What follows belongs to an exercise in optimizing a design on an open flow for small area and a short achievable clock period; a production flow would make more cautious choices. Where RTL was checked, it was by simulation tests only, not by an equivalence proof against the original. Power and IR drop assume default switching activity.

Setup of oak:
==> flow/design.v <==
`default_nettype none
package tla_pkg;
    localparam int LINE_CAPACITY_DEF = 256;
    localparam int APB_ADDR_W = 3;
    localparam int APB_DATA_W = 32;
    localparam logic REG_ECHO_ENABLE = 1'b0;
    localparam logic REG_ECHO_HIDDEN = 1'b1;
    localparam logic CMD_RECEIVE = 1'b0;
    localparam logic CMD_READ    = 1'b1;
    localparam logic [1:0] KIND_ECHO = 2'd0;
    localparam logic [1:0] KIND_LINE = 2'd1;
    localparam logic [1:0] KIND_READ = 2'd2;
    localparam logic [7:0] BS_CODE    = 8'd8;
    localparam logic [7:0] DEL_CODE   = 8'd127;
    localparam logic [7:0] SPACE_CODE = 8'd32;
    localparam logic [7:0] NL_CODE    = 8'd10;
    typedef struct packed {
        logic       cmd;
        logic [7:0] data_byte;
        logic [7:0] read_index;
    } req_item_t;
    typedef struct packed {
        logic [1:0] kind;
        logic [7:0] value;
        logic [7:0] line_length;
        logic       last;
    } rsp_item_t;
    typedef struct packed {
        logic echo_enable;
        logic echo_hidden;
    } cfg_t;
endpackage
`default_nettype wire
`default_nettype none
module tla_store #(
    parameter int INC = 1
) (
    input  wire logic        clk,
    input  wire logic        rst_n,
    output      logic [5:0]  head_next,
    input  wire logic        we,
    input  wire logic [1:0]  ring_sel,
    input  wire logic [7:0]  wdata,
    output      logic [7:0]  rdata
);
    logic [3:0][63:0][7:0] ring;
    logic [5:0]            head_next_reg;
    always_ff @(posedge clk or negedge rst_n)
    begin
        if (!rst_n)
            head_next_reg <= 6'd0;
        else
            head_next_reg <= head_next_reg + 6'(INC);
    end
    for (genvar r = 0; r < 4; r++)
    begin : g_ring
        always_ff @(posedge clk)
        begin
            ring[r][62:0] <= ring[r][63:1];
            ring[r][63]   <= (we && (ring_sel == 2'(r))) ? wdata : ring[r][0];
        end
    end
    assign head_next = head_next_reg;
    assign rdata     = ring[ring_sel][0];
endmodule
`default_nettype wire
`default_nettype none
module tla_regs (
    input  wire logic                                clk,
    input  wire logic                                rst_n,
    input  wire logic                                psel,
    input  wire logic                                penable,
    input  wire logic                                pwrite,
    input  wire logic [tla_pkg::APB_ADDR_W-1:0]      paddr,
    input  wire logic [tla_pkg::APB_DATA_W-1:0]      pwdata,
    output      logic [tla_pkg::APB_DATA_W-1:0]      prdata,
    output      logic                                pready,
    output      tla_pkg::cfg_t                       cfg
);
    logic echo_enable_reg;
    logic echo_hidden_reg;
    logic rd_bit_reg;
    logic wr_en;
    assign wr_en  = psel && penable && pwrite;
    assign pready = 1'b1;
    always_ff @(posedge clk or negedge rst_n)
    begin
        if (!rst_n)
        begin
            echo_enable_reg <= 1'b1;
            echo_hidden_reg <= 1'b0;
        end
        else if (wr_en)
        begin
            if (paddr[2])
                echo_hidden_reg <= pwdata[0];
            else
                echo_enable_reg <= pwdata[0];
        end
    end
    always_ff @(posedge clk)
    begin
        rd_bit_reg <= paddr[2] ? echo_hidden_reg : echo_enable_reg;
    end
    assign prdata = {31'd0, rd_bit_reg};
    assign cfg.echo_enable = echo_enable_reg;
    assign cfg.echo_hidden = echo_hidden_reg;
endmodule
`default_nettype wire
`default_nettype none
module tla_ctrl (
    input  wire logic                 clk,
    input  wire logic                 rst_n,
    input  wire tla_pkg::cfg_t        cfg,
    input  wire logic                 req_valid,
    output      logic                 req_ready,
    input  wire tla_pkg::req_item_t   req,
    output      logic                 rsp_valid,
    input  wire logic                 rsp_ready,
    output      tla_pkg::rsp_item_t   rsp,
    input  wire logic [5:0]           head_next,
    output      logic                 mem_we,
    output      logic [1:0]           mem_ring,
    output      logic [7:0]           mem_wdata,
    input  wire logic [7:0]           mem_rdata
);
    logic               rdy_reg;
    logic               got_reg;
    logic               wr_hit_reg, rd_hit_reg;
    logic [1:0]         ring_reg;        
    logic               out_reg;
    logic               odel_reg;        
    logic               ostep_reg;       
    logic [4:0]         lbyte_reg;       
    logic [7:0]         pos_reg;
    logic               zero_reg, full_reg;  
    logic               rhold_reg;       
    logic               rsp_valid_reg;   
    logic               rsp_busy_reg;    
    tla_pkg::rsp_item_t rsp_reg;
    logic is_del, is_ctl, is_full, pos_zero, read_top;
    logic del_reg, ctl_reg;              
    logic seeking, del_now, pending, accept;
    logic wr_next, rd_next;
    logic [7:0] addr;
    logic at_port;
    logic emit;
    logic first_res, rsp_load;
    tla_pkg::rsp_item_t first_item, out_item, load_item;
    logic [7:0] pos_acc;
    logic out_acc, odel_acc;
    assign is_del   = (req.data_byte == tla_pkg::BS_CODE) || (req.data_byte == tla_pkg::DEL_CODE);
    assign is_ctl   = (req.data_byte < tla_pkg::SPACE_CODE) && !is_del;
    assign is_full  = full_reg;
    assign pos_zero = zero_reg;
    assign read_top = (req.read_index == 8'd255);
    assign seeking = !(got_reg || rdy_reg || out_reg || wr_hit_reg || rd_hit_reg);
    assign addr      = req.cmd ? req.read_index : pos_reg;
    assign at_port   = (addr[5:0] == head_next);
    assign wr_next = seeking && req_valid && !req.cmd && !is_del && at_port;
    assign rd_next = seeking && req_valid && req.cmd && (!rsp_busy_reg || rsp_ready) &&
                     (read_top || at_port);
    assign del_now = seeking && req_valid && !req.cmd && is_del;
    assign pending = got_reg || wr_hit_reg || rd_hit_reg || del_now;
    assign accept  = rdy_reg && req_valid;
    assign mem_we    = wr_hit_reg;
    assign mem_ring  = ring_reg;
    assign mem_wdata = ctl_reg ? 8'd0 : req.data_byte;
    always_comb
    begin
        first_item = '0;
        first_res  = 1'b0;
        pos_acc    = pos_reg;
        out_acc    = 1'b0;
        odel_acc   = 1'b0;
        if (req.cmd)
        begin
            first_res = 1'b1;
        end
        else if (del_reg)
        begin
            first_item.kind  = tla_pkg::KIND_ECHO;
            first_item.value = tla_pkg::BS_CODE;
            if (!pos_zero)
            begin
                pos_acc   = pos_reg - 8'd1;
                first_res = cfg.echo_enable;
                out_acc   = cfg.echo_enable;
                odel_acc  = 1'b1;
            end
        end
        else if (ctl_reg || is_full)
        begin
            first_res = 1'b1;
            if (cfg.echo_enable)
            begin
                first_item.kind  = tla_pkg::KIND_ECHO;
                first_item.value = tla_pkg::NL_CODE;
                out_acc          = 1'b1;
                pos_acc          = ctl_reg ? pos_reg : 8'd255;
            end
            else
            begin
                first_item.kind        = tla_pkg::KIND_LINE;
                first_item.value       = ctl_reg ? req.data_byte : 8'd0;
                first_item.line_length = ctl_reg ? pos_reg : 8'd255;
                first_item.last        = 1'b1;
                pos_acc                = 8'd0;
            end
        end
        else
        begin
            first_item.kind  = tla_pkg::KIND_ECHO;
            first_item.value = req.data_byte;
            first_item.last  = 1'b1;
            first_res        = cfg.echo_enable && !cfg.echo_hidden;
            pos_acc          = pos_reg + 8'd1;
        end
    end
    always_comb
    begin
        out_item = '0;
        if (odel_reg)
        begin
            out_item.kind  = tla_pkg::KIND_ECHO;
            out_item.value = ostep_reg ? tla_pkg::BS_CODE : tla_pkg::SPACE_CODE;
            out_item.last  = ostep_reg;
        end
        else
        begin
            out_item.kind        = tla_pkg::KIND_LINE;
            out_item.value       = {3'd0, lbyte_reg};
            out_item.line_length = pos_reg;
            out_item.last        = 1'b1;
        end
    end
    assign emit = out_reg && !rsp_busy_reg;
    always_comb
    begin
        if (rd_hit_reg)
        begin
            load_item       = '0;
            load_item.kind  = tla_pkg::KIND_READ;
            load_item.value = read_top ? 8'd0 : mem_rdata;
            load_item.last  = 1'b1;
        end
        else if (out_reg)
            load_item = out_item;
        else
            load_item = first_item;
    end
    assign rsp_load = !rsp_busy_reg && !rhold_reg;
    always_ff @(posedge clk or negedge rst_n)
    begin
        if (!rst_n)
        begin
            rdy_reg       <= 1'b0;
            got_reg       <= 1'b0;
            rhold_reg     <= 1'b0;
            wr_hit_reg    <= 1'b0;
            rd_hit_reg    <= 1'b0;
            out_reg       <= 1'b0;
            pos_reg       <= 8'd0;
            rsp_valid_reg <= 1'b0;
            rsp_busy_reg  <= 1'b0;
        end
        else
        begin
            rdy_reg    <= pending && !rsp_busy_reg;
            got_reg    <= pending && rsp_busy_reg;
            rhold_reg  <= rd_hit_reg || (rhold_reg && !accept);
            wr_hit_reg <= wr_next;
            rd_hit_reg <= rd_next;
            if (accept)
            begin
                out_reg <= out_acc;
                pos_reg <= pos_acc;
            end
            else if (emit && out_item.last)
            begin
                out_reg <= 1'b0;
                if (!odel_reg)
                    pos_reg <= 8'd0;
            end
            rsp_valid_reg <= (accept && first_res) || emit || (rsp_valid_reg && !rsp_ready);
            rsp_busy_reg  <= (accept && first_res) || emit || (rsp_busy_reg && !rsp_ready);
        end
    end
    always_ff @(posedge clk)
    begin
        ring_reg <= addr[7:6];
        if (accept)
        begin
            odel_reg  <= odel_acc;
            ostep_reg <= 1'b0;
            lbyte_reg <= ctl_reg ? req.data_byte[4:0] : 5'd0;
        end
        else if (emit)
            ostep_reg <= 1'b1;
        del_reg  <= is_del;
        ctl_reg  <= is_ctl;
        zero_reg <= (pos_reg == 8'd0);
        full_reg <= (pos_reg == 8'd254);
        if (rsp_load)
            rsp_reg <= load_item;
    end
    assign req_ready = rdy_reg;
    assign rsp_valid = rsp_valid_reg;
    assign rsp       = rsp_reg;
endmodule
`default_nettype wire
`default_nettype none
module terminal_line_assembler #(
    parameter int LINE_CAPACITY = tla_pkg::LINE_CAPACITY_DEF
) (
    input  wire logic                            clk,
    input  wire logic                            rst_n,
    input  wire logic                            req_valid,
    output      logic                            req_ready,
    input  wire logic [16:0]                     req,
    output      logic                            rsp_valid,
    input  wire logic                            rsp_ready,
    output      logic [18:0]                     rsp,
    input  wire logic                            psel,
    input  wire logic                            penable,
    input  wire logic                            pwrite,
    input  wire logic [tla_pkg::APB_ADDR_W-1:0]  paddr,
    input  wire logic [tla_pkg::APB_DATA_W-1:0]  pwdata,
    output      logic [tla_pkg::APB_DATA_W-1:0]  prdata,
    output      logic                            pready
);
    localparam int INC = 43;
    tla_pkg::cfg_t cfg;
    logic [5:0]    head_next;
    logic          mem_we;
    logic [1:0]    mem_ring;
    logic [7:0]    mem_wdata;
    logic [7:0]    mem_rdata;
    tla_regs u_regs (
        .clk     (clk),
        .rst_n   (rst_n),
        .psel    (psel),
        .penable (penable),
        .pwrite  (pwrite),
        .paddr   (paddr),
        .pwdata  (pwdata),
        .prdata  (prdata),
        .pready  (pready),
        .cfg     (cfg)
    );
    tla_ctrl u_ctrl (
        .clk       (clk),
        .rst_n     (rst_n),
        .cfg       (cfg),
        .req_valid (req_valid),
        .req_ready (req_ready),
        .req       (req),
        .rsp_valid (rsp_valid),
        .rsp_ready (rsp_ready),
        .rsp       (rsp),
        .head_next (head_next),
        .mem_we    (mem_we),
        .mem_ring  (mem_ring),
        .mem_wdata (mem_wdata),
        .mem_rdata (mem_rdata)
    );
    tla_store #(
        .INC (INC)
    ) u_store (
        .clk   (clk),
        .rst_n (rst_n),
        .head_next (head_next),
        .we    (mem_we),
        .ring_sel (mem_ring),
        .wdata (mem_wdata),
        .rdata (mem_rdata)
    );
endmodule
`default_nettype wire
Settings: LEC_CHECK=0, CAP_MARGIN=20, CORE_MARGIN=2, CORE_UTILIZATION=72, CTS_BUF_LIST=sky130_fd_sc_hd__clkbuf_16, CTS_CLUSTER_DIAMETER=60, CTS_CLUSTER_SIZE=30, PLACE_DENSITY=0.8, SETUP_SLACK_MARGIN=3.0, SLEW_MARGIN=20; clock period 5.0 ns.
run.sh (not shown) runs the stock make flow with config.mk's settings and CLKGATE_MAP_FILE= SYNTH_SCRIPT=/design/flow/synth_recipe.tcl, a recipe that flattens the netlist after the stock synthesis.
oak completed end to end with timing, DRC and antenna clean.
Changes in pine relative to oak:
-- flow/design.v --
<<< oak, line 140
    tla_pkg::rsp_item_t rsp_reg;
    logic is_del, is_ctl, is_full, pos_zero, read_top;
    logic del_reg, ctl_reg;              
    logic seeking, del_now, pending, accept;
    logic wr_next, rd_next;
>>> pine, line 140
    tla_pkg::rsp_item_t rsp_reg;
    logic is_del, is_ctl, is_full, pos_zero, read_top;
    logic seeking, del_now, pending, accept;
    logic wr_next, rd_next;
<<< oak, line 166
    assign mem_we    = wr_hit_reg;
    assign mem_ring  = ring_reg;
    assign mem_wdata = ctl_reg ? 8'd0 : req.data_byte;
    always_comb
    begin
>>> pine, line 165
    assign mem_we    = wr_hit_reg;
    assign mem_ring  = ring_reg;
    assign mem_wdata = is_ctl ? 8'd0 : req.data_byte;
    always_comb
    begin
<<< oak, line 178
            first_res = 1'b1;
        end
        else if (del_reg)
        begin
            first_item.kind  = tla_pkg::KIND_ECHO;
>>> pine, line 177
            first_res = 1'b1;
        end
        else if (is_del)
        begin
            first_item.kind  = tla_pkg::KIND_ECHO;
<<< oak, line 190
            end
        end
        else if (ctl_reg || is_full)
        begin
            first_res = 1'b1;
>>> pine, line 189
            end
        end
        else if (is_ctl || is_full)
        begin
            first_res = 1'b1;
<<< oak, line 198
                first_item.value = tla_pkg::NL_CODE;
                out_acc          = 1'b1;
                pos_acc          = ctl_reg ? pos_reg : 8'd255;
            end
            else
            begin
                first_item.kind        = tla_pkg::KIND_LINE;
                first_item.value       = ctl_reg ? req.data_byte : 8'd0;
                first_item.line_length = ctl_reg ? pos_reg : 8'd255;
                first_item.last        = 1'b1;
                pos_acc                = 8'd0;
>>> pine, line 197
                first_item.value = tla_pkg::NL_CODE;
                out_acc          = 1'b1;
                pos_acc          = is_ctl ? pos_reg : 8'd255;
            end
            else
            begin
                first_item.kind        = tla_pkg::KIND_LINE;
                first_item.value       = is_ctl ? req.data_byte : 8'd0;
                first_item.line_length = is_ctl ? pos_reg : 8'd255;
                first_item.last        = 1'b1;
                pos_acc                = 8'd0;
<<< oak, line 294
            odel_reg  <= odel_acc;
            ostep_reg <= 1'b0;
            lbyte_reg <= ctl_reg ? req.data_byte[4:0] : 5'd0;
        end
        else if (emit)
            ostep_reg <= 1'b1;
        del_reg  <= is_del;
        ctl_reg  <= is_ctl;
        zero_reg <= (pos_reg == 8'd0);
        full_reg <= (pos_reg == 8'd254);
>>> pine, line 293
            odel_reg  <= odel_acc;
            ostep_reg <= 1'b0;
            lbyte_reg <= is_ctl ? req.data_byte[4:0] : 5'd0;
        end
        else if (emit)
            ostep_reg <= 1'b1;
        zero_reg <= (pos_reg == 8'd0);
        full_reg <= (pos_reg == 8'd254);
==> comparison <==
As far as flip-flop and latch count is concerned, pine and oak perform about the same. In pine, the highest fanout seen on the critical path came out 1 above the value in oak. The sum of routed wire segments on met1 in pine sits about 2% above the value recorded for oak. Static leakage is higher on pine. Diff oak -> pine: number of hold buffers added after cts level; final setup slack of the worst path now larger. In terms of number of global-route vias before repair, oak and pine differ only marginally. On total of flip-flops plus latches after synthesis, oak and pine are neck and neck.
No functional check of the RTL was part of oak.

-- what the ideal ports hide --
The results above use ideal ports. As a check the final layouts listed here were re-extracted and re-timed, cells and wires unchanged.
Step 1 sets driving cells, clkbuf_16 on the clock port and buf_2 on the other inputs (assumed; they add their load-dependent delay and slew).
Step 2 times the ports against the registers' clock, not the clock port: input delays grow and output delays shrink by t, the midpoint of the rising clock arrivals with the driver on.
a / b / c = ideal / step 1 / step 2; a / b = the first two.
| run | t, ns | slack for setup (ns) | hold WS [ns] | latest minus earliest clock arrival (ns) | worst data-port slew with drivers (ns) |
|---|---|---|---|---|---|
| oak | 0.693 | 2.710 / 2.652 / 2.321 | 0.304 / 0.304 / 0.304 | 0.052 / 0.052 | 0.08 |
| pine | 0.701 | 2.757 / 2.694 / 2.129 | 0.314 / 0.314 / 0.314 | 0.041 / 0.041 | 0.19 |
After both steps setup and hold are still met in every run listed. For pine, which loses most, drivers alone change the setup slack by -0.063 ns; drivers and shift together by -0.628 ns.
